From an optimization exercise on the open Yosys and OpenROAD flow, aimed at a short achievable clock period and few clock cycles per item; shortcuts taken in it are not production practice.
The RTL was checked by simulation tests, not by an equivalence proof against the original design.
Power figures rest on the tool's default switching activity, not on a simulated workload.

File: design/flow/config.mk
export PLATFORM = sky130hd
export DESIGN_NAME = fcpu
export DESIGN_NICKNAME = fcpu
export VERILOG_FILES = /design/flow/design.v
export SDC_FILE = /design/flow/constraint.sdc
export NUM_CORES = 4
export LEC_CHECK = 0
export ABC_CLOCK_PERIOD_IN_PS = 2400
export CAP_MARGIN = 20
export CORE_MARGIN = 2
export CORE_UTILIZATION = 65
export SETUP_SLACK_MARGIN = 2.6
export SLEW_MARGIN = 20
export TNS_END_PERCENT = 100
File: design/flow/standard.sh
#!/bin/bash
# synth_recipe.tcl (not shown) runs the flow's synth.tcl, then flattens the netlist and writes it again
# the make line also repeats each setting of config.mk as NAME=value (left out here)
make -C /OpenROAD-flow-scripts/flow DESIGN_CONFIG=/design/flow/config.mk WORK_HOME=/design/flow/orfs CLKGATE_MAP_FILE= SYNTH_SCRIPT=/design/flow/synth_recipe.tcl "${@:-finish}"
File: design/flow/design.v
`default_nettype none
package fcpu_pkg;
   localparam int DATA_W      = 32;
   localparam int GMEM_ADDR_W = 32;
   localparam int RSV_ID_W    = 4;
   typedef enum logic [1:0] {
      OP_LW  = 2'd0,
      OP_SW  = 2'd1,
      OP_LBU = 2'd2,
      OP_SB  = 2'd3
   } mem_op_t;
   typedef enum logic [1:0] {
      REG_CTRL   = 2'd0,
      REG_BASE   = 2'd1,
      REG_LIMIT  = 2'd2,
      REG_FAULTS = 2'd3
   } cfg_addr_t;
   localparam int CTRL_XLAT_EN_BIT = 0;
   typedef struct packed {
      logic [RSV_ID_W-1:0] rsv_id;
      mem_op_t             opcode;
      logic [DATA_W-1:0]   addr;
      logic [DATA_W-1:0]   data;
   } mem_req_t;
   typedef struct packed {
      logic [RSV_ID_W-1:0] rsv_id;
      logic [DATA_W-1:0]   data;
      logic                fault;
   } cdb_t;
   localparam int CDB_W = RSV_ID_W + DATA_W + 1;
   localparam int REQ_W = RSV_ID_W + 2 + DATA_W + DATA_W;
endpackage
`default_nettype wire
`timescale 1ns/100ps
`default_nettype none
module op_fifo #(
   parameter int  WIDTH     = 8,
   parameter int  DEPTH     = 4
) (
   input  logic     clk,
   input  logic     arst_n,
   input  logic     push,
   input  logic [WIDTH-1:0] push_data,
   output logic     full,
   input  logic     pop,
   output logic [WIDTH-1:0] pop_data,
   output logic     empty
);
   localparam int PTR_W = (DEPTH > 1) ? $clog2(DEPTH) : 1;
   localparam int CNT_W = $clog2(DEPTH + 1);
   logic [WIDTH-1:0] mem [DEPTH];
   logic [PTR_W-1:0] wr_ptr;
   logic [PTR_W-1:0] rd_ptr;
   logic [CNT_W-1:0] count;
   logic             do_push;
   logic             do_pop;
   assign full     = (count == CNT_W'(DEPTH));
   assign empty    = (count == '0);
   assign do_push  = push && !full;
   assign do_pop   = pop && !empty;
   assign pop_data = mem[rd_ptr];
   always_ff @(posedge clk) begin
      if (do_push) begin
         mem[wr_ptr] <= push_data;
      end
   end
   always_ff @(posedge clk or negedge arst_n) begin
      if (!arst_n) begin
         wr_ptr <= '0;
         rd_ptr <= '0;
         count  <= '0;
      end else begin
         if (do_push) begin
            wr_ptr <= (wr_ptr == PTR_W'(DEPTH - 1)) ? '0 : wr_ptr + 1'b1;
         end
         if (do_pop) begin
            rd_ptr <= (rd_ptr == PTR_W'(DEPTH - 1)) ? '0 : rd_ptr + 1'b1;
         end
         case ({do_push, do_pop})
            2'b10:   count <= count + 1'b1;
            2'b01:   count <= count - 1'b1;
            default: count <= count;
         endcase
      end
   end
endmodule
`default_nettype wire
`timescale 1ns/100ps
`default_nettype none
import fcpu_pkg::*;
module mmu_cfg_regs
(
   input  logic                   clk,
   input  logic                   arst_n,
   input  logic                   cfg_we,
   input  logic [1:0]             cfg_addr,
   input  logic [DATA_W-1:0]      cfg_wdata,
   input  logic                   fault_pulse,
   output logic [DATA_W-1:0]      cfg_rdata,
   output logic [GMEM_ADDR_W-1:0] seg_base,
   output logic [DATA_W-1:0]      seg_limit,
   output logic                   xlat_en,
   output logic [GMEM_ADDR_W-1:0] xlat_base,
   output logic [15:0]            xlat_base_hi1
);
   logic [DATA_W-1:0] fault_cnt;
   always_ff @(posedge clk or negedge arst_n) begin
      if (!arst_n) begin
         xlat_en   <= 1'b0;
         seg_base  <= '0;
         seg_limit <= '0;
         xlat_base <= '0;
         xlat_base_hi1 <= 16'd1;
      end else if (cfg_we) begin
         case (cfg_addr)
            REG_CTRL: begin
               xlat_en   <= cfg_wdata[CTRL_XLAT_EN_BIT];
               xlat_base <= cfg_wdata[CTRL_XLAT_EN_BIT] ? seg_base : '0;
               xlat_base_hi1 <= (cfg_wdata[CTRL_XLAT_EN_BIT] ? seg_base[31:16] : 16'd0) + 16'd1;
            end
            REG_BASE: begin
               seg_base  <= GMEM_ADDR_W'(cfg_wdata);
               xlat_base <= xlat_en ? GMEM_ADDR_W'(cfg_wdata) : '0;
               xlat_base_hi1 <= (xlat_en ? cfg_wdata[31:16] : 16'd0) + 16'd1;
            end
            REG_LIMIT: seg_limit <= cfg_wdata;
            default:   ;
         endcase
      end
   end
   always_ff @(posedge clk or negedge arst_n) begin
      if (!arst_n) begin
         fault_cnt <= '0;
      end else if (cfg_we && cfg_addr == REG_FAULTS) begin
         fault_cnt <= '0;
      end else if (fault_pulse && fault_cnt != '1) begin
         fault_cnt <= fault_cnt + 1'b1;
      end
   end
   always_comb begin
      cfg_rdata = '0;
      case (cfg_addr)
         REG_CTRL:   cfg_rdata[CTRL_XLAT_EN_BIT] = xlat_en;
         REG_BASE:   cfg_rdata = DATA_W'(seg_base);
         REG_LIMIT:  cfg_rdata = seg_limit;
         REG_FAULTS: cfg_rdata = fault_cnt;
         default:    cfg_rdata = '0;
      endcase
   end
endmodule
`default_nettype wire
`timescale 1ns/100ps
`default_nettype none
import fcpu_pkg::*;
module address_translator
(
   input  logic                   clk,
   input  logic                   arst_n,
   input  logic                   in_valid,
   input  fcpu_pkg::mem_req_t               in_req,
   input  logic [GMEM_ADDR_W-1:0] seg_base,
   input  logic [DATA_W-1:0]      seg_limit,
   input  logic                   xlat_en,
   input  logic                   stall,
   output logic                   out_valid,
   output fcpu_pkg::mem_req_t               out_req,
   output logic [GMEM_ADDR_W-1:0] out_paddr,
   output logic                   out_fault
);
   logic                   advance;
   logic                   is_word;
   logic                   misaligned;
   logic                   over_limit;
   logic [GMEM_ADDR_W-1:0] paddr;
   assign advance = !out_valid || !stall;
   assign is_word    = (in_req.opcode == OP_LW) || (in_req.opcode == OP_SW);
   assign misaligned = is_word && (in_req.addr[1:0] != 2'b00);
   assign over_limit = xlat_en && (in_req.addr >= seg_limit);
   assign paddr      = xlat_en ? seg_base + GMEM_ADDR_W'(in_req.addr)
                               : GMEM_ADDR_W'(in_req.addr);
   always_ff @(posedge clk or negedge arst_n) begin
      if (!arst_n) begin
         out_valid <= 1'b0;
      end else if (advance) begin
         out_valid <= in_valid;
      end
   end
   always_ff @(posedge clk) begin
      if (advance && in_valid) begin
         out_req   <= in_req;
         out_paddr <= paddr;
         out_fault <= misaligned || over_limit;
      end
   end
endmodule
`default_nettype wire
`timescale 1ns/100ps
`default_nettype none
import fcpu_pkg::*;
module memory_management_unit
#(
   parameter int QUEUE_DEPTH = 4,
   parameter int ROB_DEPTH   = 8,
   parameter int RES_DEPTH   = 3
) (
   input  logic                   clk,
   input  logic                   arst_n,
   input  logic [RSV_ID_W-1:0]    rsv_id,
   input  logic                   valid,
   input  logic [1:0]             opcode,
   input  logic [DATA_W-1:0]      address,
   input  logic [DATA_W-1:0]      data,
   output logic                   ready,
   output logic [RSV_ID_W-1:0]    cdb_rsv_id,
   output logic [DATA_W-1:0]      cdb_data,
   output logic                   cdb_fault,
   output logic                   cdb_valid,
   input  logic                   cdb_ready,
   input  logic [GMEM_ADDR_W-1:0] seg_base,
   input  logic [DATA_W-1:0]      seg_limit,
   input  logic                   xlat_en,
   input  logic [GMEM_ADDR_W-1:0] xlat_base,
   input  logic [15:0]            xlat_base_hi1,
   output logic                   fault_pulse,
   output logic [GMEM_ADDR_W-1:0] araddr,
   output logic                   arvalid,
   input  logic                   arready,
   input  logic [DATA_W-1:0]      rdata,
   input  logic [1:0]             rresp,
   input  logic                   rvalid,
   output logic                   rready,
   output logic [GMEM_ADDR_W-1:0] awaddr,
   output logic                   awvalid,
   input  logic                   awready,
   output logic [DATA_W-1:0]      wdata,
   output logic [DATA_W/8-1:0]    wstrb,
   output logic                   wvalid,
   input  logic                   wready,
   input  logic [1:0]             bresp,
   input  logic                   bvalid,
   output logic                   bready
);
   localparam int BQ_D   = QUEUE_DEPTH;
   localparam int BQ_CW  = $clog2(BQ_D + 1);
   localparam int ROB_W  = $clog2(ROB_DEPTH);
   localparam int ROB_CW = $clog2(ROB_DEPTH + 1);
   localparam int BQ_W = (GMEM_ADDR_W - 2) + 4 + DATA_W + DATA_W/8 + ROB_W;
   logic                   ready_q;
   logic                   r0_v;
   logic [RSV_ID_W-1:0]    r0_rsv;
   logic                   r0_load;
   logic                   r0_lbu;
   logic                   r0_sb;
   logic [15:0]            r0_sum_lo;   
   logic                   r0_cy_lo;    
   logic [15:0]            r0_sum_hi0;  
   logic [15:0]            r0_sum_hi1;  
   logic [DATA_W-1:0]      r0_wdata;
   logic                   r0_mis;      
   logic                   r0_hi_gt;    
   logic                   r0_hi_eq;    
   logic                   r0_lo_ge;    
   logic                   r0_fault;
   logic [ROB_CW-1:0]      rob_cnt;
   logic [ROB_W-1:0]       rob_head;
   logic [ROB_W-1:0]       rob_tail;
   logic [RSV_ID_W-1:0]    rob_rsv   [ROB_DEPTH];
   logic [ROB_DEPTH-1:0]   rob_bus;     
   logic                   rob_fault [ROB_DEPTH];
   logic [ROB_DEPTH-1:0]   rob_done;    
   logic [ROB_DEPTH-1:0]   head_oh;     
   logic                   rob_full;
   logic                   bq_full;
   logic                   f_head;      
   localparam int QF_D  = BQ_D - 1;
   localparam int QF_W  = (QF_D > 1) ? $clog2(QF_D) : 1;
   localparam int QF_CW = $clog2(QF_D + 1);
   logic [BQ_CW-1:0]       bq_cnt;      
   logic                   hv;          
   logic [BQ_W-1:0]        h_q;
   logic [BQ_W-1:0]        qf [QF_D];
   logic [QF_W-1:0]        qf_wp;
   logic [QF_W-1:0]        qf_rp;
   logic [QF_CW-1:0]       qf_cnt;
   logic                   qf_ne;       
   logic                   fw_ld;       
   logic                   fw_st;       
   logic                   rr;          
   logic                   br;          
   logic                   f_lbu;
   logic [1:0]             f_lane;
   logic [ROB_W-1:0]       f_idx;
   logic                   aw_done;
   logic                   w_done;
   logic                   ar_i, ar_r, ar_b;
   logic                   aw_i, aw_r, aw_b;
   logic                   w_i,  w_r,  w_b;
   logic                   c_v;
   logic [RSV_ID_W-1:0]    c_rsv;
   logic [DATA_W-1:0]      c_data;
   logic                   c_fault;
   logic                   accept;
   logic [16:0]            in_sum_lo;
   logic                   space;
   logic                   adv;
   assign ready  = ready_q;
   assign accept = valid && ready_q;
   assign in_sum_lo = {1'b0, xlat_base[15:0]} + {1'b0, address[15:0]};
   assign space = !rob_full && !bq_full;
   assign adv   = r0_v && space;
   always_ff @(posedge clk) begin
      if (accept) begin
         r0_rsv   <= rsv_id;
         r0_load  <= !opcode[0];
         r0_lbu   <= (opcode == OP_LBU);
         r0_sb    <= (opcode == OP_SB);
         r0_sum_lo  <= in_sum_lo[15:0];
         r0_cy_lo   <= in_sum_lo[16];
         r0_sum_hi0 <= xlat_base[31:16] + address[31:16];
         r0_sum_hi1 <= xlat_base_hi1 + address[31:16];
         r0_wdata   <= (opcode == OP_SB) ? {(DATA_W/8){data[7:0]}} : data;
         r0_mis     <= !opcode[1] && (address[1:0] != 2'b00);
         r0_hi_gt   <= xlat_en && (address[31:16] > seg_limit[31:16]);
         r0_hi_eq   <= xlat_en && (address[31:16] == seg_limit[31:16]);
         r0_lo_ge   <= (address[15:0] >= seg_limit[15:0]);
      end
   end
   logic [GMEM_ADDR_W-1:0] paddr;
   logic [BQ_W-1:0]        new_op;
   logic                   bq_push;
   assign paddr    = {r0_cy_lo ? r0_sum_hi1 : r0_sum_hi0, r0_sum_lo};
   assign r0_fault = r0_mis || r0_hi_gt || (r0_hi_eq && r0_lo_ge);
   assign new_op = {paddr[GMEM_ADDR_W-1:2],
                    r0_load,
                    r0_lbu,
                    paddr[1:0],
                    r0_wdata,
                    r0_sb ? (DATA_W/8)'(1) << paddr[1:0] : {(DATA_W/8){1'b1}},
                    rob_tail};
   assign bq_push = adv && !r0_fault;
   logic [GMEM_ADDR_W-1:2] h_paddr;
   logic                   h_load;
   logic                   h_lbu;
   logic [1:0]             h_lane;
   logic [DATA_W-1:0]      h_wdata;
   logic [DATA_W/8-1:0]    h_wstrb;
   logic [ROB_W-1:0]       h_idx;
   logic                   f_wait;
   logic                   resp_now;
   logic                   start_ok;
   logic                   h_done;
   assign {h_paddr, h_load, h_lbu, h_lane, h_wdata, h_wstrb, h_idx} = h_q;
   assign f_wait   = fw_ld || fw_st;
   assign resp_now = (rr && rvalid) || (br && bvalid);
   assign start_ok = !f_wait || resp_now;
   assign araddr  = {h_paddr, 2'b00};
   assign awaddr  = {h_paddr, 2'b00};
   assign wdata   = h_wdata;
   assign wstrb   = h_wstrb;
   assign arvalid = ar_i || (ar_r && rvalid) || (ar_b && bvalid);
   assign awvalid = aw_i || (aw_r && rvalid) || (aw_b && bvalid);
   assign wvalid  = w_i  || (w_r  && rvalid) || (w_b  && bvalid);
   assign rready  = rr;
   assign bready  = br;
   assign h_done = (arvalid && arready) ||
                   (hv && !h_load && start_ok && (aw_done || awready) && (w_done || wready));
   logic [BQ_CW-1:0]       bq_cnt_n;
   logic                   h_take;
   logic [BQ_W-1:0]        qf_head;
   logic [BQ_W-1:0]        h_n;
   logic                   qf_pop;
   logic                   qf_keep;
   logic [QF_CW-1:0]       qf_cnt_n;
   logic                   hv_n;
   logic                   h_load_n;
   logic                   f_wait_n;
   logic                   f_load_n;
   logic                   aw_done_n;
   logic                   w_done_n;
   logic                   c_free;
   logic                   head_ready;
   logic                   bypass;
   logic                   rob_pop;
   logic [ROB_CW-1:0]      rob_cnt_n;
   logic                   r0_v_n;
   always_comb begin
      case ({bq_push, h_done})
         2'b10:   bq_cnt_n = bq_cnt + 1'b1;
         2'b01:   bq_cnt_n = bq_cnt - 1'b1;
         default: bq_cnt_n = bq_cnt;
      endcase
      h_take    = !hv || h_done;
      qf_head   = qf[qf_rp];
      h_n       = h_take ? (qf_ne ? qf_head : new_op) : h_q;
      hv_n      = h_take ? (qf_ne || bq_push) : 1'b1;
      qf_pop    = h_take && qf_ne;
      qf_keep   = bq_push && !(h_take && !qf_ne);
      case ({qf_keep, qf_pop})
         2'b10:   qf_cnt_n = qf_cnt + 1'b1;
         2'b01:   qf_cnt_n = qf_cnt - 1'b1;
         default: qf_cnt_n = qf_cnt;
      endcase
      h_load_n  = h_n[BQ_W - (GMEM_ADDR_W - 2) - 1];
      f_wait_n  = h_done || (f_wait && !resp_now);
      f_load_n  = h_done ? h_load : fw_ld;
      aw_done_n = !h_done && (aw_done || (awvalid && awready));
      w_done_n  = !h_done && (w_done || (wvalid && wready));
   end
   assign c_free     = !c_v || cdb_ready;
   assign head_ready = |(rob_done & head_oh);
   assign bypass     = resp_now && f_head;
   assign rob_pop    = c_free && (head_ready || bypass);
   localparam int RF_W  = $clog2(RES_DEPTH);
   localparam int RF_CW = $clog2(RES_DEPTH + 1);
   logic [DATA_W-1:0]      rf_mem [RES_DEPTH];
   logic [RF_W-1:0]        rf_wp;
   logic [RF_W-1:0]        rf_rp;
   logic [RF_CW-1:0]       rf_cnt;
   logic                   rf_full;
   logic                   rf_push;
   logic                   rf_pop;
   logic                   rf_full_n;
   logic                   hd_bus;
   assign hd_bus  = |(rob_bus & head_oh);
   assign rf_push = resp_now && !(bypass && c_free);
   assign rf_pop  = rob_pop && !bypass && hd_bus;
   logic                   rob_full_n;
   logic                   bq_full_n;
   logic [ROB_W-1:0]       head_p1;
   logic                   f_head_n;
   always_comb begin
      rob_cnt_n  = rob_pop ? (adv ? rob_cnt : rob_cnt - 1'b1)
                           : (adv ? rob_cnt + 1'b1 : rob_cnt);
      rob_full_n = !rob_pop && (rob_full || (adv && rob_cnt == ROB_CW'(ROB_DEPTH - 1)));
      bq_full_n  = !h_done && (bq_full || (bq_push && bq_cnt == BQ_CW'(BQ_D - 1)));
      r0_v_n     = accept || (r0_v && !adv);
      rf_full_n  = !rf_pop && (rf_full || (rf_push && rf_cnt == RF_CW'(RES_DEPTH - 1)));
      head_p1    = rob_head + 1'b1;
      if (h_done) begin
         f_head_n = rob_pop ? (h_idx == head_p1) : (h_idx == rob_head);
      end else begin
         f_head_n = rob_pop ? (f_idx == head_p1) : (f_idx == rob_head);
      end
   end
   always_ff @(posedge clk or negedge arst_n) begin
      if (!arst_n) begin
         ready_q  <= 1'b0;
         r0_v     <= 1'b0;
         bq_cnt   <= '0;
         hv       <= 1'b0;
         qf_wp    <= '0;
         qf_rp    <= '0;
         qf_cnt   <= '0;
         qf_ne    <= 1'b0;
         rob_cnt  <= '0;
         rob_head <= '0;
         head_oh  <= ROB_DEPTH'(1);
         rob_full <= 1'b0;
         bq_full  <= 1'b0;
         f_head   <= 1'b0;
         rob_done <= '0;
         rob_tail <= '0;
         fw_ld    <= 1'b0;
         fw_st    <= 1'b0;
         rr       <= 1'b0;
         br       <= 1'b0;
         rf_wp    <= '0;
         rf_rp    <= '0;
         rf_cnt   <= '0;
         rf_full  <= 1'b0;
         aw_done  <= 1'b0;
         w_done   <= 1'b0;
         ar_i     <= 1'b0;
         ar_r     <= 1'b0;
         ar_b     <= 1'b0;
         aw_i     <= 1'b0;
         aw_r     <= 1'b0;
         aw_b     <= 1'b0;
         w_i      <= 1'b0;
         w_r      <= 1'b0;
         w_b      <= 1'b0;
         c_v      <= 1'b0;
      end else begin
         ready_q  <= !r0_v_n || (!rob_full_n && !bq_full_n);
         rob_full <= rob_full_n;
         bq_full  <= bq_full_n;
         f_head   <= f_head_n;
         r0_v     <= r0_v_n;
         bq_cnt   <= bq_cnt_n;
         hv       <= hv_n;
         qf_cnt   <= qf_cnt_n;
         qf_ne    <= (qf_cnt_n != '0);
         if (qf_keep) begin
            qf_wp <= (qf_wp == QF_W'(QF_D - 1)) ? '0 : qf_wp + 1'b1;
         end
         if (qf_pop) begin
            qf_rp <= (qf_rp == QF_W'(QF_D - 1)) ? '0 : qf_rp + 1'b1;
         end
         rob_cnt  <= rob_cnt_n;
         if (adv) begin
            rob_tail <= rob_tail + 1'b1;
         end
         if (rob_pop) begin
            rob_head <= head_p1;
            head_oh  <= {head_oh[ROB_DEPTH-2:0], head_oh[ROB_DEPTH-1]};
         end
         for (int i = 0; i < ROB_DEPTH; i++) begin
            if (adv && rob_tail == ROB_W'(i)) begin
               rob_done[i] <= r0_fault;
            end else if (rob_pop && head_oh[i]) begin
               rob_done[i] <= 1'b0;
            end else if (resp_now && f_idx == ROB_W'(i)) begin
               rob_done[i] <= 1'b1;
            end
         end
         fw_ld    <= f_wait_n && f_load_n;
         fw_st    <= f_wait_n && !f_load_n;
         rr       <= f_wait_n && f_load_n && !rf_full_n;
         br       <= f_wait_n && !f_load_n && !rf_full_n;
         rf_full  <= rf_full_n;
         if (rf_push) begin
            rf_wp <= (rf_wp == RF_W'(RES_DEPTH - 1)) ? '0 : rf_wp + 1'b1;
         end
         if (rf_pop) begin
            rf_rp <= (rf_rp == RF_W'(RES_DEPTH - 1)) ? '0 : rf_rp + 1'b1;
         end
         case ({rf_push, rf_pop})
            2'b10:   rf_cnt <= rf_cnt + 1'b1;
            2'b01:   rf_cnt <= rf_cnt - 1'b1;
            default: rf_cnt <= rf_cnt;
         endcase
         aw_done  <= aw_done_n;
         w_done   <= w_done_n;
         ar_i     <= hv_n && h_load_n && !f_wait_n;
         ar_r     <= hv_n && h_load_n && f_wait_n && f_load_n && !rf_full_n;
         ar_b     <= hv_n && h_load_n && f_wait_n && !f_load_n && !rf_full_n;
         aw_i     <= hv_n && !h_load_n && !f_wait_n && !aw_done_n;
         aw_r     <= hv_n && !h_load_n && f_wait_n && f_load_n && !rf_full_n;
         aw_b     <= hv_n && !h_load_n && f_wait_n && !f_load_n && !rf_full_n;
         w_i      <= hv_n && !h_load_n && !f_wait_n && !w_done_n;
         w_r      <= hv_n && !h_load_n && f_wait_n && f_load_n && !rf_full_n;
         w_b      <= hv_n && !h_load_n && f_wait_n && !f_load_n && !rf_full_n;
         if (c_free) begin
            c_v <= head_ready || bypass;
         end
      end
   end
   always_ff @(posedge clk) begin
      h_q <= h_n;
      if (bq_push) begin
         qf[qf_wp] <= new_op;
      end
      if (rf_push) begin
         rf_mem[rf_wp] <= resp_data;
      end
      if (h_done) begin
         f_lbu  <= h_lbu;
         f_lane <= h_lane;
         f_idx  <= h_idx;
      end
   end
   logic [7:0]             lane_byte;
   logic                   resp_fault;
   logic [DATA_W-1:0]      resp_data;
   assign lane_byte  = rdata[{f_lane, 3'b000} +: 8];
   assign resp_fault = fw_ld ? (rresp != 2'b00) : (bresp != 2'b00);
   assign resp_data  = (!fw_ld || rresp != 2'b00) ? '0 :
                       f_lbu ? {{(DATA_W-8){1'b0}}, lane_byte} : rdata;
   always_ff @(posedge clk) begin
      for (int i = 0; i < ROB_DEPTH; i++) begin
         if (adv && rob_tail == ROB_W'(i)) begin
            rob_rsv[i]   <= r0_rsv;
            rob_bus[i]   <= !r0_fault;
            rob_fault[i] <= r0_fault;
         end else if (resp_now && f_idx == ROB_W'(i)) begin
            rob_fault[i] <= resp_fault;
         end
      end
   end
   logic [RSV_ID_W-1:0]    hd_rsv;
   logic                   hd_fault;
   always_comb begin
      hd_rsv   = '0;
      hd_fault = 1'b0;
      for (int i = 0; i < ROB_DEPTH; i++) begin
         hd_rsv   = hd_rsv   | (rob_rsv[i]  & {RSV_ID_W{head_oh[i]}});
         hd_fault = hd_fault | (rob_fault[i] & head_oh[i]);
      end
   end
   always_ff @(posedge clk) begin
      if (rob_pop) begin
         c_rsv <= hd_rsv;
         if (bypass) begin
            c_data  <= resp_data;
            c_fault <= resp_fault;
         end else begin
            c_data  <= hd_bus ? rf_mem[rf_rp] : '0;
            c_fault <= hd_fault;
         end
      end
   end
   assign cdb_valid   = c_v;
   assign cdb_rsv_id  = c_rsv;
   assign cdb_data    = c_data;
   assign cdb_fault   = c_fault;
   assign fault_pulse = c_v && cdb_ready && c_fault;
endmodule
`default_nettype wire
`timescale 1ns/100ps
`default_nettype none
import fcpu_pkg::*;
module fcpu
#(
   parameter int QUEUE_DEPTH = 4
) (
   input  logic                   clk,
   input  logic                   arst_n,
   input  logic [RSV_ID_W-1:0]    rsv_id,
   input  logic                   valid,
   input  logic [1:0]             opcode,
   input  logic [DATA_W-1:0]      address,
   input  logic [DATA_W-1:0]      data,
   output logic                   ready,
   output logic [RSV_ID_W-1:0]    cdb_rsv_id,
   output logic [DATA_W-1:0]      cdb_data,
   output logic                   cdb_fault,
   output logic                   cdb_valid,
   input  logic                   cdb_ready,
   input  logic                   cfg_we,
   input  logic [1:0]             cfg_addr,
   input  logic [DATA_W-1:0]      cfg_wdata,
   output logic [DATA_W-1:0]      cfg_rdata,
   output logic [GMEM_ADDR_W-1:0] araddr,
   output logic                   arvalid,
   input  logic                   arready,
   input  logic [DATA_W-1:0]      rdata,
   input  logic [1:0]             rresp,
   input  logic                   rvalid,
   output logic                   rready,
   output logic [GMEM_ADDR_W-1:0] awaddr,
   output logic                   awvalid,
   input  logic                   awready,
   output logic [DATA_W-1:0]      wdata,
   output logic [DATA_W/8-1:0]    wstrb,
   output logic                   wvalid,
   input  logic                   wready,
   input  logic [1:0]             bresp,
   input  logic                   bvalid,
   output logic                   bready
);
   logic [GMEM_ADDR_W-1:0] seg_base;
   logic [DATA_W-1:0]      seg_limit;
   logic                   xlat_en;
   logic [GMEM_ADDR_W-1:0] xlat_base;
   logic [15:0]            xlat_base_hi1;
   logic                   fault_pulse;
   mmu_cfg_regs cfg_inst (
      .*
   );
   memory_management_unit #(
      .QUEUE_DEPTH (QUEUE_DEPTH)
   ) mmu_inst (
      .*
   );
endmodule
`default_nettype wire
File: design/flow/flow/run.sh
#!/bin/bash
# The standard layout (standard.sh), with two changes to how it is made:
#  - the I/O pins that share a combinational path (or a driver) are kept together on the edge;
#  - after the standard synthesis, the cfg_rdata read mux is rebuilt as two levels of 2:1
#    muxes (flow/cfg_mux.tcl), since the synthesized one puts a decoder and its fanout
#    buffers between cfg_addr and cfg_rdata. Registers are not touched.
# Each tool's output goes to a log file of its own in this folder.
set -euo pipefail
here=$(pwd)
export PRE_IO_PLACEMENT_TCL="$here/flow/io_groups.tcl"
bash standard.sh synth > "$here/synth.log" 2>&1
RESULTS_DIR="$here/orfs/results/$FLOW_PLATFORM/fcpu/base" \
  openroad -exit -no_init "$here/flow/cfg_mux.tcl" > "$here/cfg_mux.log" 2>&1
bash standard.sh > "$here/standard_flow.log" 2>&1
File: design/flow/constraint.sdc
create_clock -name core_clock -period 5.0 [get_ports {clk}]
set_input_delay 1.0000 -clock core_clock [delete_from_list [all_inputs] [get_ports {clk}]]
set_output_delay 1.0000 -clock core_clock [all_outputs]
set_load 0.01 [all_outputs]
File: design/flow/flow/io_groups.tcl
# cfg_addr selects cfg_rdata combinationally
set_io_pin_constraint -group -order -pin_names {cfg_rdata[0] cfg_rdata[1] cfg_rdata[2] cfg_rdata[3] cfg_rdata[4] cfg_rdata[5] cfg_rdata[6] cfg_rdata[7] cfg_rdata[8] cfg_rdata[9] cfg_rdata[10] cfg_rdata[11] cfg_rdata[12] cfg_rdata[13] cfg_rdata[14] cfg_rdata[15] cfg_addr[0] cfg_addr[1] cfg_rdata[16] cfg_rdata[17] cfg_rdata[18] cfg_rdata[19] cfg_rdata[20] cfg_rdata[21] cfg_rdata[22] cfg_rdata[23] cfg_rdata[24] cfg_rdata[25] cfg_rdata[26] cfg_rdata[27] cfg_rdata[28] cfg_rdata[29] cfg_rdata[30] cfg_rdata[31]}
# the response valids start the next transaction in the same cycle
set_io_pin_constraint -group -order -pin_names {arready arvalid rvalid bvalid awvalid wvalid awready wready rready bready}
# each address bit drives both address ports from one register
set_io_pin_constraint -group -order -pin_names {araddr[2] awaddr[2] araddr[3] awaddr[3] araddr[4] awaddr[4] araddr[5] awaddr[5] araddr[6] awaddr[6] araddr[7] awaddr[7] araddr[8] awaddr[8] araddr[9] awaddr[9] araddr[10] awaddr[10] araddr[11] awaddr[11] araddr[12] awaddr[12] araddr[13] awaddr[13] araddr[14] awaddr[14] araddr[15] awaddr[15] araddr[16] awaddr[16] araddr[17] awaddr[17] araddr[18] awaddr[18] araddr[19] awaddr[19] araddr[20] awaddr[20] araddr[21] awaddr[21] araddr[22] awaddr[22] araddr[23] awaddr[23] araddr[24] awaddr[24] araddr[25] awaddr[25] araddr[26] awaddr[26] araddr[27] awaddr[27] araddr[28] awaddr[28] araddr[29] awaddr[29] araddr[30] awaddr[30] araddr[31] awaddr[31]}
File: design/flow/flow/cfg_mux.tcl
# Rebuild the cfg_rdata read mux as two levels of inverting 2:1 muxes, so that each address bit
# passes through one gate before the output's own:
#   hi = !(a1 ? FAULTS : BASE)          mux2i, select cfg_addr[1]
#   lo = !(a1 ? LIMIT  : CTRL)          mux2i (bit 0) or nand2 (CTRL is 0 above bit 0)
#   cfg_rdata = !(a0 ? hi : lo)         mux2i, select cfg_addr[0]
# The logic synthesis made for cfg_rdata is left without loads and removed.
read_db $::env(RESULTS_DIR)/1_synth.odb
set db [ord::get_db]
set block [ord::get_db_block]
# Register nets keep Yosys's escaped names (cfg_inst.seg_base\[3\]); ports do not
proc net_of {name} {
  set n [$::block findNet $name]
  if {$n eq "NULL" || $n eq ""} {
    set n [$::block findNet [string map {[ \\[ ] \\]} $name]]
  }
  if {$n eq "NULL" || $n eq ""} { error "no net $name" }
  return $n
}
proc master {name} {
  set m [$::db findMaster $name]
  if {$m eq "NULL" || $m eq ""} { error "no master $name" }
  return $m
}
proc add_inst {mname iname conns} {
  set inst [odb::dbInst_create $::block [master $mname] $iname]
  foreach {pin net} $conns {
    [$inst findITerm $pin] connect $net
  }
  return $inst
}
set a0 [net_of {cfg_addr[0]}]
set a1 [net_of {cfg_addr[1]}]
for {set i 0} {$i < 32} {incr i} {
  set out [net_of "cfg_rdata\[$i\]"]
  foreach it [$out getITerms] {
    if {[$it isOutputSignal]} { $it disconnect }
  }
  set B [net_of "cfg_inst.seg_base\[$i\]"]
  set L [net_of "cfg_inst.seg_limit\[$i\]"]
  set F [net_of "cfg_inst.fault_cnt\[$i\]"]
  set hi [odb::dbNet_create $block "cfg_rd_hi_$i"]
  set lo [odb::dbNet_create $block "cfg_rd_lo_$i"]
  add_inst sky130_fd_sc_hd__mux2i_1 "cfg_rd_mhi_$i" [list A0 $B A1 $F S $a1 Y $hi]
  if {$i == 0} {
    set X [net_of "cfg_inst.xlat_en"]
    add_inst sky130_fd_sc_hd__mux2i_1 "cfg_rd_mlo_$i" [list A0 $X A1 $L S $a1 Y $lo]
  } else {
    add_inst sky130_fd_sc_hd__nand2_1 "cfg_rd_mlo_$i" [list A $a1 B $L Y $lo]
  }
  add_inst sky130_fd_sc_hd__mux2i_1 "cfg_rd_mout_$i" [list A0 $lo A1 $hi S $a0 Y $out]
}
# Remove combinational cells whose outputs reach nothing, until none is left
proc is_seq {m} {
  set n [$m getName]
  return [regexp {__(df|edf|sdf|dl|sdl|einv|conb)} $n]
}
set removed 0
while 1 {
  set dead {}
  foreach inst [$block getInsts] {
    set m [$inst getMaster]
    if {[is_seq $m]} { continue }
    set outs 0
    set used 0
    foreach it [$inst getITerms] {
      if {![$it isOutputSignal]} { continue }
      incr outs
      set n [$it getNet]
      if {$n eq "NULL" || $n eq ""} { continue }
      if {[llength [$n getBTerms]] > 0} { incr used; continue }
      foreach o [$n getITerms] {
        if {![$o isOutputSignal]} { incr used; break }
      }
    }
    if {$outs > 0 && $used == 0} { lappend dead $inst }
  }
  if {[llength $dead] == 0} { break }
  foreach inst $dead {
    set nets {}
    foreach it [$inst getITerms] {
      set n [$it getNet]
      if {$n ne "NULL" && $n ne "" && [$it isOutputSignal]} { lappend nets $n }
    }
    odb::dbInst_destroy $inst
    foreach n $nets {
      if {[llength [$n getITerms]] == 0 && [llength [$n getBTerms]] == 0} { odb::dbNet_destroy $n }
    }
    incr removed
  }
}
puts "cfg_mux: removed $removed cells"
write_db $::env(RESULTS_DIR)/1_synth.odb
==> run summary, run 1 <==
FMAX=approximately 350 MHz; drt drc=0; Clk Latency, worst-skew pair=620 ps; clk sinks=779; DR vias/cell=6.18; status=complete, no violations; Routed WL per cell=23.9 um; Final Net Count=3377; Power Dens Cells=~480 mW/mm^2; H-tree depth=3; Inst Count DP=approximately 3600; first-pass iteration count of the detailed router=5; GRT Residual Overflow=0; YS warnings=4; Post-Route WL=93.1 mm; clk buf depth=3; vias in the first global route=~24000; site row count=85; Tot Pwr=21.0 mW; Final WS setup=2180 ps; CP max FO=5; Setup Crit Path Kind=input pin to output pin; Fin. Hold Viols=0; clock transition at the registers of the reported paths=50 ps; Post-Syn Area=about 0.035 sq mm; Antenna Nets Post-Route=0; initial DRC count=2124; Worst Setup Start Kind=input pin; CTS Buf Count=78; die area=0.0562 sq mm; worst slack, placed=964 ps; post-route insts no fill=roughly 4000; setup TNS=0 ps; Hold WS=417 ps; Final HPWL DP=60.1 mm; largest net degree at the start of global routing=104; cts hold-fix bufs=0; height of the die=237 um; CP required=4000 ps; layout cells sized above 1=between 20% and 30%; routability cong.=0.910; Peak VDD IR=roughly 0.00029 V; starting density of the core=65.6%; PortBufs=321; relative slew slack=a little over two fifths; CTS root buf=clkbuf_16; via count of the routed design=24000; Worst Skew=about 15 ps; first-pass GRT wire length=139 mm; cells after synthesis=between 2000 and 3000; syn avg cell area=12.9 sq um; Total GRT Usage=32.4%; Boundary Pins=326; hold crit path type=input pin to async pin; number of max-cap violations=0; critical path data arrival time=~1800 ps; Lkg Pwr=17.4 nW; fin crit period=2820 ps; CP endpoint kind=output pin; placeable core area=about 0.054 sq mm; RSZ-0062 raised after global routing=true; P&R area growth vs syn=23.9%; worst-margin pin slew=869 ps; antenna violations before repair=2; Final Cycle Share=56.4%; setup violators final=0; Max Slew Vio Count=0; CTS tree=done; DIE WIDTH=237 um
per-layer routing:
layer	GRT usage (%)	up-vias	wire [um]
met4	12.2	0	3520
met5	0	-	0
met1	41.6	12000	35900
met2	56.5	992	48000
met3	4.62	185	5730
li1	-	10800	-
registers in the layout (all words and copies together), names as in the netlist, 4 cells and up:
signal                  cells
cfg_inst.fault_cnt         32
cfg_inst.seg_base          32
cfg_inst.seg_limit         32
cfg_inst.xlat_base         32
cfg_inst.xlat_base_hi1     16
mmu_inst.c_data            32
mmu_inst.c_rsv              4
mmu_inst.h_q               73
mmu_inst.head_oh            8
mmu_inst.qf               219
mmu_inst.r0_rsv             4
mmu_inst.r0_sum_hi0        16
mmu_inst.r0_sum_hi1        16
mmu_inst.r0_sum_lo         16
mmu_inst.r0_wdata          32
mmu_inst.rf_mem            96
mmu_inst.rob_bus            8
mmu_inst.rob_cnt            4
mmu_inst.rob_done           8
mmu_inst.rob_fault          8
mmu_inst.rob_rsv           32
report_power, final:
part | internal (mW) | leakage [nW] | switching (mW) | total [mW]
combinational | 2.60 | 8.31 | 3.18 | 5.77
clock | 3.15 | 1.20 | 2.45 | 5.60
sequential | 8.58 | 7.88 | 1.07 | 9.65
total | 14.3 | 17.4 | 6.69 | 21.0
path summary, 6_finish.rpt:
check | startpoint | to | slack [ps] | cells after the start
worst min register to register | mmu_inst.h_q[41] | mmu_inst.f_lbu | 440 | 0
max in group asynchronous | arst_n | mmu_inst.rf_rp[1] | 3490 | 2
worst max-delay path | cfg_addr[1] | cfg_rdata[5] | 2180 | 5
min in group core_clock | mmu_inst.h_q[41] | mmu_inst.f_lbu | 440 | 0
worst min-delay path | arst_n | cfg_inst.seg_limit[9] | 420 | 1
worst max register to register | mmu_inst.r0_mis | mmu_inst.bq_cnt[2] | 2590 | 8
per-stage QoR:
step / utilization, % / cell area, sq um
final: 81.3 / 43800
after global routing: 81.3 / 43800
after CTS: 79.9 / 43000
after detailed placement: 73.7 / 39700
after global placement: 73.7 / 39700
after floorplan: - / 36000
worst max-delay path, cell delays in order:
cell and delay [ps]:
buf_16 130, buf_6 110, mux2i_1 120, mux2i_1 260, buf_2 200
timing repair:
| action | CTS | global route |
|---|---|---|
| resized for setup | 556 | 108 |
| endpoints found under the setup margin | 742 | 191 |
| cloned | 10 | 2 |
| pin swaps | 40 | 46 |
| buffers inserted | 63 | 33 |
layout make-up:
cell class,count,area [sq um]
Clock inverter,40,333
Fill cell,3025,10100
Multi-Input combinational cell,1726,13300
Clock buffer,104,2110
Timing Repair Buffer,463,4410
Tap cell,696,871
Antenna cell,2,5.00
Sequential cell,779,22400
Inverter,82,318
layout by cell type, fill, tap and decap left out, types with 22 or more instances in the layout:
master,instances
edfxtp_1,570
dfrtp_1,198
a22oi_1,28
nand4_1,22
clkbuf_16,79
clkdlybuf4s50_1,112
a21oi_1,126
nand2_1,272
and3_1,47
ha_1,57
nor3_1,25
xnor2_1,57
dlygate4sd2_1,105
mux2i_1,173
o21ai_0,141
a21o_1,52
nand3_1,27
nor2_1,195
ha_4,33
buf_4,92
xor2_1,31
mux2_2,132
inv_1,73
buf_6,32
buf_2,49
Testbench counts, summed over its fixed seeds: cycles 3,923, items 2,400.
==> inputs of run 2 (changes only) <==
--- a/design/flow/design.v
+++ b/design/flow/design.v
@@ -102,4 +102,3 @@
    output logic                   xlat_en,
-   output logic [GMEM_ADDR_W-1:0] xlat_base,
-   output logic [15:0]            xlat_base_hi1
+   output logic [GMEM_ADDR_W-1:0] xlat_base
 );
@@ -112,3 +111,2 @@
          xlat_base <= '0;
-         xlat_base_hi1 <= 16'd1;
       end else if (cfg_we) begin
@@ -118,3 +116,2 @@
                xlat_base <= cfg_wdata[CTRL_XLAT_EN_BIT] ? seg_base : '0;
-               xlat_base_hi1 <= (cfg_wdata[CTRL_XLAT_EN_BIT] ? seg_base[31:16] : 16'd0) + 16'd1;
             end
@@ -123,3 +120,2 @@
                xlat_base <= xlat_en ? GMEM_ADDR_W'(cfg_wdata) : '0;
-               xlat_base_hi1 <= (xlat_en ? cfg_wdata[31:16] : 16'd0) + 16'd1;
             end
@@ -222,3 +218,2 @@
    input  logic [GMEM_ADDR_W-1:0] xlat_base,
-   input  logic [15:0]            xlat_base_hi1,
    output logic                   fault_pulse,
@@ -303,2 +298,3 @@
    logic [16:0]            in_sum_lo;
+   logic [16:0]            in_sum_hi1;
    logic                   space;
@@ -307,3 +303,4 @@
    assign accept = valid && ready_q;
-   assign in_sum_lo = {1'b0, xlat_base[15:0]} + {1'b0, address[15:0]};
+   assign in_sum_lo  = {1'b0, xlat_base[15:0]} + {1'b0, address[15:0]};
+   assign in_sum_hi1 = {xlat_base[31:16], 1'b1} + {address[31:16], 1'b1};
    assign space = !rob_full && !bq_full;
@@ -319,3 +316,3 @@
          r0_sum_hi0 <= xlat_base[31:16] + address[31:16];
-         r0_sum_hi1 <= xlat_base_hi1 + address[31:16];
+         r0_sum_hi1 <= in_sum_hi1[16:1];
          r0_wdata   <= (opcode == OP_SB) ? {(DATA_W/8){data[7:0]}} : data;
@@ -654,3 +651,2 @@
    logic [GMEM_ADDR_W-1:0] xlat_base;
-   logic [15:0]            xlat_base_hi1;
    logic                   fault_pulse;
==> run 2 against run 1 <==
  * Still clean
  * Core utilization down 0.71 points
  * Clock skew up 14 ps
  * Clock-buffer cell count down 16
  * Cell area down 5.5%
  * Cell count down 6.8%
  * Non-clock buffer count down 51
  * Synthesized cell count down 7.1%
  * Critical path type unchanged
  * Largest power group unchanged
==> run summary, run 2 <==
CTS root buf=clkbuf_16; status=complete, no violations; starting density of the core=65.7% (+0.094 points); site row count=83 (-2.4%); height of the die=232 um (-2.3%); CP max FO=7 (+2); CP endpoint kind=output pin; first-pass GRT wire length=128 mm (-8.2%); initial DRC count=1826 (-14%); GR peak layer=met2; hold crit path type=flip-flop to flip-flop; cells after synthesis=2544 (-7.1%); Lkg Pwr=16.4 nW (-5.5%); Peak VDD IR=0.000363 V (+24%); hold endpoint=mmu_inst.f_lbu; DIE WIDTH=232 um (-2.3%); clk sinks=763 (-2.1%); Total GRT Usage=31.2% (-1.2 points); fin crit period=2860 ps (+37.3 ps); met2 usage=51.8% (-4.8 points); biggest regs=mmu_inst.qf (219), mmu_inst.rf_mem (96), mmu_inst.h_q (73); Top reg by flops=mmu_inst.qf; Boundary Pins=326 (unchanged); Fin. Hold Viols=0 (unchanged); drt drc=0 (unchanged); antenna violations before repair=2 (unchanged); die area=0.0537 sq mm (-4.5%); layout cells sized above 1=20.2% (-1.1 points); Crit Reg-Reg Startpoint=mmu_inst.br; Worst Skew=28.9 ps (+14.0 ps); met1 GRT Util=42.9% (+1.3 points); largest net degree at the start of global routing=110 (+5.8%); setup violators final=0 (unchanged); Final HPWL DP=52.7 mm (-12%); DR vias/cell=6.09 (-1.5%); worst-margin pin slew=1140 ps (+267 ps); Crit path top cell by count=buf_16; CP startpoint=cfg_addr[1]; critical path data arrival time=1860 ps (+40 ps); first-pass iteration count of the detailed router=7 (+2); H-tree depth=3 (unchanged); Inst Count DP=3415 (-6.1%); Power Dens Cells=556 mW/mm^2 (+16%); clock transition at the registers of the reported paths=60 ps (about the same); Worst Setup Start Kind=input pin; max FFs per register=219 (unchanged); slowest stage delay, CP=160 ps (-100 ps); Hold Crit Depth=0; RSZ-0062 raised after global routing=true; GRT met3 Usage=4.26% (-0.36 points); PortBufs=321 (unchanged); worst hold start=mmu_inst.h_q[41]; commonest non-fill, non-tap cell in the layout=edfxtp_1; commonest cells after routing, fill and taps aside=570 x edfxtp_1, 212 x nand2_1, 179 x dfrtp_1; worst slack, placed=1140 ps (+176 ps); setup TNS=0 ps (unchanged); syn avg cell area=13.2 sq um (+2.7%); vias in the first global route=22200 (-7.4%); Antenna Nets Post-Route=0 (unchanged); placeable core area=0.0513 sq mm (-4.7%); Clk Latency, worst-skew pair=630 ps (about the same); relative slew slack=24.3% (-18 points); Final Net Count=3115 (-7.8%); reg2reg setup slack=2600 ps (about the same); GRT Residual Overflow=0 (unchanged); Max Slew Vio Count=0 (unchanged); Final WS setup=2140 ps (-37.3 ps); Post-Syn Area=0.0337 sq mm (-4.5%); Final Cycle Share=57.2% (+0.75 points); FMAX=350 MHz (-1.3%); number of max-cap violations=0 (unchanged); CTS tree=done; CTS Buf Count=76 (-2.6%); Setup Crit Path Kind=input pin to output pin; CP required=4000 ps (about the same); clk buf depth=3 (unchanged); routability cong.=0.918 (+0.87%); Cell Chain, Critical Path=buf_16 > buf_8 > buf_16 > mux2i_2 > mux2i_1 > buf_2; Critical-path top delay cell=mux2i_1; Routed WL per cell=23.3 um (-2.8%); P&R area growth vs syn=22.7%; via count of the routed design=22100 (-8.1%); reg-to-reg endpoint=mmu_inst.qf_ne; reg2reg path depth=9 (+1); post-route insts no fill=3628 (-6.8%); Tot Pwr=23.0 mW (+9.4%); YS warnings=4 (unchanged); Post-Route WL=84.4 mm (-9.4%); cts hold-fix bufs=0 (unchanged)
==> run 2: final cells by class <==
type / instances / area (sq um)
inverter: 82 / 320
antenna: 2 / 5.00
sequential: 763 / 22000
clock inverter: 53 / 473
multi-input combinational: 1548 / 11800
clock buffer: 88 / 2010
tap: 680 / 851
fill: 2919 / 9950
timing repair buffer: 412 / 3930
==> run 2: how the worst max path moves through the flow <==
stage | endpoint | slack [ps] | cells past startpoint
2_1_floorplan | mmu_inst.qf_ne | 1750 | 8
3_5_place_dp | mmu_inst.rob_cnt[3] | 1140 | 10
4_1_cts | cfg_rdata[10] | 2180 | 6
3_3_place_gp | cfg_rdata[0] | 1250 | 5
5_1_grt | cfg_rdata[15] | 2100 | 6
6_report | cfg_rdata[15] | 2140 | 6
==> run 2: routing by layer <==
metal / wire, um / part of all wire, % / vias to the layer above
li1: - / - / 10000
met3: 5260 / 6.2 / 152
met1: 34900 / 41 / 11000
met5: 13 / 0.015 / -
met2: 41700 / 49 / 916
met4: 2460 / 2.9 / 2
==> run 2: timing repair <==
| action | CTS | global route |
|---|---|---|
| setup endpoints to repair | 578 | 167 |
| gates cloned | 10 | 2 |
| resized for setup | 447 | 79 |
| buffers inserted | 33 | 24 |
| pin swaps | 27 | 23 |
==> run 2: where the power goes <==
| part | switching (mW) | internal (mW) |
|---|---|---|
| Sequential | 1.22 | 8.99 |
| Combinational | 4.01 | 3.12 |
| Clock | 2.46 | 3.19 |
| Total | 7.70 | 15.3 |
==> run 2: worst max-delay path: cells and delay by family <==
kind                   cells  cell delay (ps)
buffers and inverters      4              550
muxes                      2              310
==> run 2: metrics by stage <==
step,utilization [%],instance area [sq um],hold slack (ps)
5_1_grt,80.6,41300,443
3_3_place_gp,73.8,37800,427
4_1_cts,79.5,40800,443
3_5_place_dp,73.8,37800,433
2_1_floorplan,-,34400,400
6_report,80.6,41300,442
Testbench counts of run 2, summed over its fixed seeds: cycles 3,923, items 2,400.
==> inputs of run 3 (changes only) <==
--- a/design/flow/flow/run.sh
+++ b/design/flow/flow/run.sh
@@ -5,3 +5,4 @@
 #    muxes (flow/cfg_mux.tcl), since the synthesized one puts a decoder and its fanout
-#    buffers between cfg_addr and cfg_rdata. Registers are not touched.
+#    buffers between cfg_addr and cfg_rdata, and the bus valids (arvalid, awvalid, wvalid) as
+#    NAND gates on the response valids. Registers are not touched.
 # Each tool's output goes to a log file of its own in this folder.
--- a/design/flow/flow/cfg_mux.tcl
+++ b/design/flow/flow/cfg_mux.tcl
@@ -1,2 +1,3 @@
-# Rebuild the cfg_rdata read mux as two levels of inverting 2:1 muxes, so that each address bit
+# Two hand-built cones on the paths from input to output ports.
+# 1. Rebuild the cfg_rdata read mux as two levels of inverting 2:1 muxes, so that each address bit
 # passes through one gate before the output's own:
@@ -49,3 +50,29 @@
   }
-  add_inst sky130_fd_sc_hd__mux2i_1 "cfg_rd_mout_$i" [list A0 $lo A1 $hi S $a0 Y $out]
+  add_inst sky130_fd_sc_hd__mux2i_2 "cfg_rd_mout_$i" [list A0 $lo A1 $hi S $a0 Y $out]
+}
+# The bus valids, valid = idle | (r & rvalid) | (b & bvalid) from three registers each,
+# as one NAND level on the response valids:  !(!idle & !(r & rvalid) & !(b & bvalid))
+set rv [net_of rvalid]
+set bv [net_of bvalid]
+# aw_r/w_r and aw_b/w_b hold the same function, and synthesis keeps one net of each pair
+proc net_of_any {names} {
+  foreach n $names {
+    if {![catch {net_of $n} net]} { return $net }
+  }
+  error "no net of $names"
+}
+foreach {port fi fr fb} {
+  arvalid mmu_inst.ar_i {mmu_inst.ar_r} {mmu_inst.ar_b}
+  awvalid mmu_inst.aw_i {mmu_inst.aw_r mmu_inst.w_r} {mmu_inst.aw_b mmu_inst.w_b}
+  wvalid  mmu_inst.w_i  {mmu_inst.w_r mmu_inst.aw_r} {mmu_inst.w_b mmu_inst.aw_b}
+} {
+  set out [net_of $port]
+  foreach it [$out getITerms] {
+    if {[$it isOutputSignal]} { $it disconnect }
+  }
+  set vr [odb::dbNet_create $block "${port}_nr"]
+  set vb [odb::dbNet_create $block "${port}_nb"]
+  add_inst sky130_fd_sc_hd__nand2_1 "${port}_gr" [list A [net_of_any $fr] B $rv Y $vr]
+  add_inst sky130_fd_sc_hd__nand2_1 "${port}_gb" [list A [net_of_any $fb] B $bv Y $vb]
+  add_inst sky130_fd_sc_hd__nand3b_2 "${port}_go" [list A_N [net_of $fi] B $vr C $vb Y $out]
 }
==> run 3 against run 2 <==
  * Total power decreased by 1.6%
  * Die area grew 0.43%
  * Critical path type unchanged
  * Sequential power about the same
  * Wire length grew 0.19%
  * First-iteration DRC count rose by 14%
  * Still clean on timing, DRC and antenna
  * Clock skew down 5.2 ps
  * Register-to-register slack worse by 20 ps
  * Fmax down 1.6%
==> run summary, run 3 <==
status=complete, no violations; DIE WIDTH=232 um (+0.21%); layout cells sized above 1=20.9% (+0.69 points); Final HPWL DP=54.0 mm (+2.4%); CTS Buf Count=74 (-2.6%); Lkg Pwr=16.3 nW (-0.80%); YS warnings=4 (unchanged); Final Net Count=3116 (+0.032%); RSZ-0062 raised after global routing=true; number of max-cap violations=0 (unchanged); Max Slew Vio Count=0 (unchanged); site row count=83 (unchanged); Post-Syn Area=0.0339 sq mm (+0.43%); largest net degree at the start of global routing=81 (-26%); Crit Reg-Reg Startpoint=mmu_inst.br; reg-to-reg endpoint=mmu_inst.qf_ne; Total GRT Usage=31.1% (-0.086 points); setup violators final=0 (unchanged); Boundary Pins=326 (unchanged); syn avg cell area=13.3 sq um (+0.20%); reg2reg path depth=10 (+1); initial DRC count=2082 (+14%); Fin. Hold Viols=0 (unchanged); Setup Crit Path Kind=input pin to output pin; commonest cells after routing, fill and taps aside=570 x edfxtp_1, 213 x nand2_1, 180 x dfrtp_1; Post-Route WL=84.6 mm (+0.19%); vias in the first global route=22200 (+0.20%); Final Cycle Share=58.1% (+0.91 points); worst slack, placed=949 ps (-190 ps); antenna violations before repair=3 (+1); drt drc=0 (unchanged); Final WS setup=2090 ps (-45.5 ps); Peak VDD IR=0.000359 V (-1.1%); FMAX=344 MHz (-1.6%); Routed WL per cell=23.4 um (+0.39%); CP startpoint=cfg_addr[1]; die area=0.0539 sq mm (+0.43%); starting density of the core=65.9% (+0.15 points); worst-margin pin slew=1100 ps (-34.3 ps); clock transition at the registers of the reported paths=60 ps (about the same); routability cong.=0.945 (+3.0%); via count of the routed design=22200 (+0.57%); Antenna Nets Post-Route=0 (unchanged); first-pass GRT wire length=128 mm (about the same); biggest regs=mmu_inst.qf (219), mmu_inst.rf_mem (96), mmu_inst.h_q (73); Clk Latency, worst-skew pair=610 ps (-20 ps); placeable core area=0.0514 sq mm (+0.20%); DR vias/cell=6.14 (+0.76%); height of the die=232 um (+0.21%); clk buf depth=3 (unchanged); critical path data arrival time=1910 ps (+50 ps); FILL cells=2943 (+0.82%); GRT Residual Overflow=0 (unchanged); setup TNS=0 ps (unchanged); CP endpoint kind=output pin; PortBufs=321 (unchanged); CTS tree=done; CP max FO=5 (-2); H-tree depth=3 (unchanged); cts hold-fix bufs=0 (unchanged); hold crit path type=input pin to async pin; clk sinks=763 (unchanged); max FFs per register=219 (unchanged); relative slew slack=26.5% (+2.3 points); first-pass iteration count of the detailed router=7 (unchanged); CP required=4000 ps (about the same); Worst Setup Start Kind=input pin; Top reg by flops=mmu_inst.qf; CTS root buf=clkbuf_16; P&R area growth vs syn=22.2%; fin crit period=2910 ps (+45.5 ps); Worst Skew=23.7 ps (-5.23 ps); worst setup path end=cfg_rdata[5]; Power Dens Cells=547 mW/mm^2 (-1.7%); reg2reg setup slack=2580 ps (-20 ps); cells after synthesis=2550 (+0.24%); commonest non-fill, non-tap cell in the layout=edfxtp_1
[run 3: area by class of cell]
type / instances / area (sq um) / area share (%)
well taps: 680 / 851 / 2.06
inverters: 82 / 320 / 0.774
clock inverters: 35 / 277 / 0.669
flip-flops and latches: 763 / 22000 / 53.1
repair buffers: 410 / 3980 / 9.63
diodes: 1 / 2.50 / 0.00605
clock buffers: 97 / 1970 / 4.76
multi-input cells: 1553 / 12000 / 29.0
[run 3: timing repair]
item | CTS | global route
setup endpoints to repair | 548 | 208
gates cloned | 10 | 2
setup buffers | 27 | 27
resized for setup | 459 | 65
pin swaps | 22 | 36
[run 3: how the worst min path moves through the flow]
stage | to | slack [ps] | depth (start not counted)
floorplan | mmu_inst.f_lane[0] | 400 | 0
global placement | mmu_inst.f_idx[2] | 430 | 0
detailed placement | mmu_inst.f_idx[2] | 440 | 0
CTS | cfg_inst.seg_limit[6] | 420 | 1
global route | cfg_inst.seg_limit[6] | 460 | 1
finish | cfg_inst.seg_base[7] | 390 | 1
[run 3: power by group]
group	total [mW]	switching [mW]	internal, mW
Sequential	10.3	1.30	8.99
Combinational	7.03	3.93	3.11
Clock	5.29	2.31	2.98
[run 3: critical path, cell delays in order]
cell and delay (ps):
buf_16 120, buf_12 140, buf_16 130, mux2i_1 120
mux2i_2 210, buf_2 180
[run 3: through the flow]
| step | power, mW | cells | hold WS [ps] | util [%] | cell area, sq um |
|---|---|---|---|---|---|
| global route | 23.7 | 3620 | 458 | 80.5 | 41400 |
| finish | 22.6 | 3621 | 392 | 80.5 | 41400 |
| global placement | 16.9 | 3422 | 434 | 74.0 | 38000 |
| CTS | 22.4 | 3591 | 422 | 79.6 | 40900 |
| floorplan | 14.4 | 2553 | 400 | - | 34500 |
| detailed placement | 17.3 | 3422 | 440 | 74.0 | 38000 |
[run 3: layer usage]
metal	global-route usage (%)	wire, um
met5	0	27
met4	10.7	2460
met1	42.5	34200
met2	51.9	42300
met3	4.25	5520
==> inputs of run 4 (changes only) <==
--- a/design/flow/design.v
+++ b/design/flow/design.v
@@ -197,3 +197,3 @@
 #(
-   parameter int QUEUE_DEPTH = 4,
+   parameter int QUEUE_DEPTH = 5,
    parameter int ROB_DEPTH   = 8,
@@ -266,4 +266,2 @@
    logic [ROB_DEPTH-1:0]   head_oh;     
-   logic                   rob_full;
-   logic                   bq_full;
    logic                   f_head;      
@@ -299,3 +297,2 @@
    logic [16:0]            in_sum_hi1;
-   logic                   space;
    logic                   adv;
@@ -305,6 +302,5 @@
    assign in_sum_hi1 = {xlat_base[31:16], 1'b1} + {address[31:16], 1'b1};
-   assign space = !rob_full && !bq_full;
-   assign adv   = r0_v && space;
+   assign adv   = r0_v;
    always_ff @(posedge clk) begin
-      if (accept) begin
+      begin
          r0_rsv   <= rsv_id;
@@ -423,4 +419,2 @@
    assign rf_pop  = rob_pop && !bypass && hd_bus;
-   logic                   rob_full_n;
-   logic                   bq_full_n;
    logic [ROB_W-1:0]       head_p1;
@@ -430,5 +424,3 @@
                            : (adv ? rob_cnt + 1'b1 : rob_cnt);
-      rob_full_n = !rob_pop && (rob_full || (adv && rob_cnt == ROB_CW'(ROB_DEPTH - 1)));
-      bq_full_n  = !h_done && (bq_full || (bq_push && bq_cnt == BQ_CW'(BQ_D - 1)));
-      r0_v_n     = accept || (r0_v && !adv);
+      r0_v_n     = accept;
       rf_full_n  = !rf_pop && (rf_full || (rf_push && rf_cnt == RF_CW'(RES_DEPTH - 1)));
@@ -454,4 +446,2 @@
          head_oh  <= ROB_DEPTH'(1);
-         rob_full <= 1'b0;
-         bq_full  <= 1'b0;
          f_head   <= 1'b0;
@@ -480,5 +470,4 @@
       end else begin
-         ready_q  <= !r0_v_n || (!rob_full_n && !bq_full_n);
-         rob_full <= rob_full_n;
-         bq_full  <= bq_full_n;
+         ready_q  <= accept ? (rob_cnt_n <= ROB_CW'(ROB_DEPTH - 2) && bq_cnt_n <= BQ_CW'(BQ_D - 2))
+                            : (rob_cnt_n <= ROB_CW'(ROB_DEPTH - 1) && bq_cnt_n <= BQ_CW'(BQ_D - 1));
          f_head   <= f_head_n;
@@ -610,3 +599,3 @@
 #(
-   parameter int QUEUE_DEPTH = 4
+   parameter int QUEUE_DEPTH = 5
 ) (
--- a/design/flow/flow/cfg_mux.tcl
+++ b/design/flow/flow/cfg_mux.tcl
@@ -1,7 +1,5 @@
 # Two hand-built cones on the paths from input to output ports.
-# 1. Rebuild the cfg_rdata read mux as two levels of inverting 2:1 muxes, so that each address bit
-# passes through one gate before the output's own:
-#   hi = !(a1 ? FAULTS : BASE)          mux2i, select cfg_addr[1]
-#   lo = !(a1 ? LIMIT  : CTRL)          mux2i (bit 0) or nand2 (CTRL is 0 above bit 0)
-#   cfg_rdata = !(a0 ? hi : lo)         mux2i, select cfg_addr[0]
+# 1. Rebuild the cfg_rdata read mux as two levels of inverting 2:1 muxes (mux2i), so that each
+# address bit passes through one or two gates before the output's own. The low half of the
+# first level is a nand2 above bit 0, where CTRL reads 0.
 # The logic synthesis made for cfg_rdata is left without loads and removed.
@@ -43,10 +41,26 @@
   set lo [odb::dbNet_create $block "cfg_rd_lo_$i"]
-  add_inst sky130_fd_sc_hd__mux2i_1 "cfg_rd_mhi_$i" [list A0 $B A1 $F S $a1 Y $hi]
+  # Even bits select with cfg_addr[0] first, odd bits with cfg_addr[1] first, so that the
+  # two address bits carry about the same load
+  if {$i % 2 == 0} {
+    # hi = !(a0 ? FAULTS : LIMIT), lo = !(a0 ? BASE : CTRL), out = !(a1 ? hi : lo)
+    set s1 $a0
+    set s2 $a1
+    set hA0 $L
+    set hA1 $F
+    set lA1 $B
+  } else {
+    # hi = !(a1 ? FAULTS : BASE), lo = !(a1 ? LIMIT : CTRL), out = !(a0 ? hi : lo)
+    set s1 $a1
+    set s2 $a0
+    set hA0 $B
+    set hA1 $F
+    set lA1 $L
+  }
+  add_inst sky130_fd_sc_hd__mux2i_1 "cfg_rd_mhi_$i" [list A0 $hA0 A1 $hA1 S $s1 Y $hi]
   if {$i == 0} {
-    set X [net_of "cfg_inst.xlat_en"]
-    add_inst sky130_fd_sc_hd__mux2i_1 "cfg_rd_mlo_$i" [list A0 $X A1 $L S $a1 Y $lo]
+    add_inst sky130_fd_sc_hd__mux2i_1 "cfg_rd_mlo_$i" [list A0 [net_of "cfg_inst.xlat_en"] A1 $lA1 S $s1 Y $lo]
   } else {
-    add_inst sky130_fd_sc_hd__nand2_1 "cfg_rd_mlo_$i" [list A $a1 B $L Y $lo]
+    add_inst sky130_fd_sc_hd__nand2_1 "cfg_rd_mlo_$i" [list A $s1 B $lA1 Y $lo]
   }
-  add_inst sky130_fd_sc_hd__mux2i_2 "cfg_rd_mout_$i" [list A0 $lo A1 $hi S $a0 Y $out]
+  add_inst sky130_fd_sc_hd__mux2i_1 "cfg_rd_mout_$i" [list A0 $lo A1 $hi S $s2 Y $out]
 }
==> run 4 against run 3 <==
  * Area after synthesis grew 4.8%
  * Clock power is 22% higher
  * Non-clock buffer count rose by 11
  * Die area grew 4.7%
  * Core utilization up 0.25 points
  * Combinational power shrank 22%
  * Via count is 0.36% higher
  * Hold slack improved by 48 ps
  * Fmax is 2.5% higher
==> run summary, run 4 <==
site row count=85 (+2.4%); syn avg cell area=14.4 sq um (+8.3%); antenna violations before repair=3 (unchanged); Boundary Pins=326 (unchanged); biggest regs=mmu_inst.qf (292), mmu_inst.rf_mem (96), mmu_inst.h_q (73); Final Cycle Share=56.7% (-1.4 points); critical path data arrival time=1830 ps (-80 ps); Final HPWL DP=54.5 mm (+0.96%); vias in the first global route=22700 (+2.1%); CP endpoint kind=output pin; worst hold start=mmu_inst.h_q[40]; drt drc=0 (unchanged); cells after synthesis=2468 (-3.2%); FF+latch area=0.0232 sq mm (+5.7%); Critical-path top delay cell=mux2i_1; hold crit path type=flip-flop to flip-flop; DIE WIDTH=238 um (+2.3%); P&R area growth vs syn=22.6%; Cell Chain, Critical Path=buf_16 > buf_12 > mux2i_1 > mux2i_1 > buf_2; via count of the routed design=22300 (+0.36%); Fin. Hold Viols=0 (unchanged); Top reg by flops=mmu_inst.qf; height of the die=238 um (+2.3%); CP max FO=7 (+2); GRT Residual Overflow=0 (unchanged); layout cells sized above 1=24.0% (+3.0 points); Clk Latency, worst-skew pair=630 ps (+20 ps); sw power=6.33 mW (-16%); Final Core Density=80.7% (+0.25 points); Logic pwr share=25.3% (-5.8 points); max FFs per register=292 (+33%); FMAX=353 MHz (+2.5%); clk sinks=835 (+9.4%); Crit path top cell by count=mux2i_1; FILL cells=2914 (-0.99%); commonest cells after routing, fill and taps aside=551 x edfxtp_1, 181 x dfrtp_1, 178 x nand2_1; YS warnings=4 (unchanged); fin area=0.0435 sq mm (+5.2%); routability cong.=0.900 (-4.8%); Setup Crit Path Kind=input pin to output pin; CP required=4000 ps (about the same); worst slack, placed=819 ps (-130 ps); fin crit period=2830 ps (-72.0 ps); first-pass iteration count of the detailed router=5 (-2); Int Pwr=15.4 mW (+1.9%); clock transition at the registers of the reported paths=60 ps (about the same); sequential group share of total power=45.0% (-0.5 points); Post-DP Area=0.0394 sq mm (+3.8%); Total GRT Usage=31.1% (+0.031 points); commonest non-fill, non-tap cell in the layout=edfxtp_1; cts hold-fix bufs=0 (unchanged); Power Dens Cells=499 mW/mm^2 (-8.8%); largest net degree at the start of global routing=111 (+37%); Post-Syn Area=0.0355 sq mm (+4.8%); number of max-cap violations=0 (unchanged); CP startpoint=cfg_addr[0]; Worst Setup Start Kind=input pin; Peak VDD IR=0.000343 V (-4.4%); clk buf depth=3 (unchanged); Sw Ratio=29.2% (-4.1 points); die area=0.0565 sq mm (+4.7%); reg2reg setup slack=2290 ps (-290 ps); setup TNS=0 ps (unchanged); initial DRC count=1998 (-4.0%); Max Slew Vio Count=0 (unchanged); starting density of the core=65.8% (about the same); status=complete, no violations; placeable core area=0.0539 sq mm (+4.9%); CTS root buf=clkbuf_16; Final Net Count=3069 (-1.5%); Final WS setup=2170 ps (+72.0 ps); Worst Skew=27.4 ps (+3.73 ps); worst-margin pin slew=1100 ps (+2.81 ps); slowest stage delay, CP=250 ps (+40 ps); CTS tree=done; RSZ-0062 raised after global routing=true; CTS Buf Count=83 (+12%); clock network fraction of total power=29.7% (+6.3 points); relative slew slack=26.4% (-0.19 points); Post-Route WL=88.5 mm (+4.6%); area of the multi-input gates=0.0121 sq mm (+1.0%); PortBufs=321 (unchanged); Hold WS=439 ps (+47.6 ps); Routed WL per cell=24.6 um (+5.2%); Antenna Nets Post-Route=0 (unchanged); first-pass GRT wire length=133 mm (+4.1%); DR vias/cell=6.20 (+0.97%); setup violators final=0 (unchanged); H-tree depth=3 (unchanged); Lkg Pwr=16.9 nW (+3.9%); Crit Reg-Reg Startpoint=mmu_inst.rr
run 4: layout make-up:
type                       count  area share, %
inverter                      92          0.822
clock buffer                 116           5.39
antenna                        2         0.0115
clock inverter                38           1.16
sequential                   835           53.3
timing repair buffer         421           9.45
tap                          696           2.00
multi-input combinational   1399           27.8
run 4: what timing repair did:
item	in CTS	in global routing
resized for setup	504	75
endpoints found under the setup margin	806	281
cloned	14	4
buffers inserted	36	23
pin swaps	34	27
run 4: path summary, 6_finish.rpt:
kind                                          endpoint  cells past startpoint
worst max-delay path                      cfg_rdata[0]                      5
worst min-delay path                mmu_inst.f_lane[1]                      0
worst max register to register          mmu_inst.qf_ne                      9
worst min register to register      mmu_inst.f_lane[1]                      0
max in group asynchronous       cfg_inst.fault_cnt[22]                      2
min in group asynchronous        cfg_inst.seg_base[11]                      1
run 4: critical path, delay by kind of cell:
kind	cells	cell delay, ps
muxes	2	380
buffers and inverters	3	450
run 4: metrics by stage:
stage / total power, mW / instances
global route: 22.5 / 3599
finish: 21.7 / 3599
floorplan: 12.9 / 2471
detailed placement: 15.0 / 3366
CTS: 21.6 / 3570
global placement: 14.8 / 3366
run 4: layer usage:
metal  vias up  share of wire (%)  routed length, um  global-route usage [%]
met5         -                  0                  0                       0
met4         0                3.8               3330                    12.5
met3       166                6.9               6090                    4.10
met2      1012                 50              43800                    51.5
met1     11200                 40              35200                    42.5
li1       9908                  -                  -                       -
run 4: power by group through the flow:
stage          combinational, mW  sequential, mW  clock [mW]
2_1_floorplan               3.38            9.52           0
3_3_place_gp                4.88            9.95           0
3_5_place_dp                5.03            9.99           0
4_1_cts                     5.35            9.74        6.52
5_1_grt                     5.87            9.84        6.82
6_report                    5.49            9.76        6.46
Testbench counts of run 4, summed over its fixed seeds: cycles 3,925, items 2,400.

-- re-timing with driven ports --
In the flow no input, the clock included, has a driving cell. The finished layouts below were timed again as built, in two steps.
Step 1 sets driving cells, clkbuf_16 on the clock port and buf_2 on the other inputs (assumed; they add their load-dependent delay and slew).
Step 2 moves the port delays by t, midway between the first and last clock arrival at a register: inputs arrive t later, outputs are due t later. That takes back most of the time a late clock gives input paths.
Three values: ideal, step 1, step 2; two values: the first two.
run	shift t [ns]	slack for setup (ns)	slew at the worst register clock pin (ns)
run 1	0.677	2.178 / 1.987 / 1.554	0.07 / 0.07
run 2	0.677	2.140 / 2.032 / 1.900	0.07 / 0.07
run 3	0.656	2.095 / 2.013 / 1.917	0.06 / 0.06
run 4	0.682	2.167 / 1.949 / 1.554	0.07 / 0.07
After both steps setup and hold are still met in every run listed. The setup slack of run 1, which loses most, moves by -0.191 ns with the drivers and by -0.624 ns with both steps.
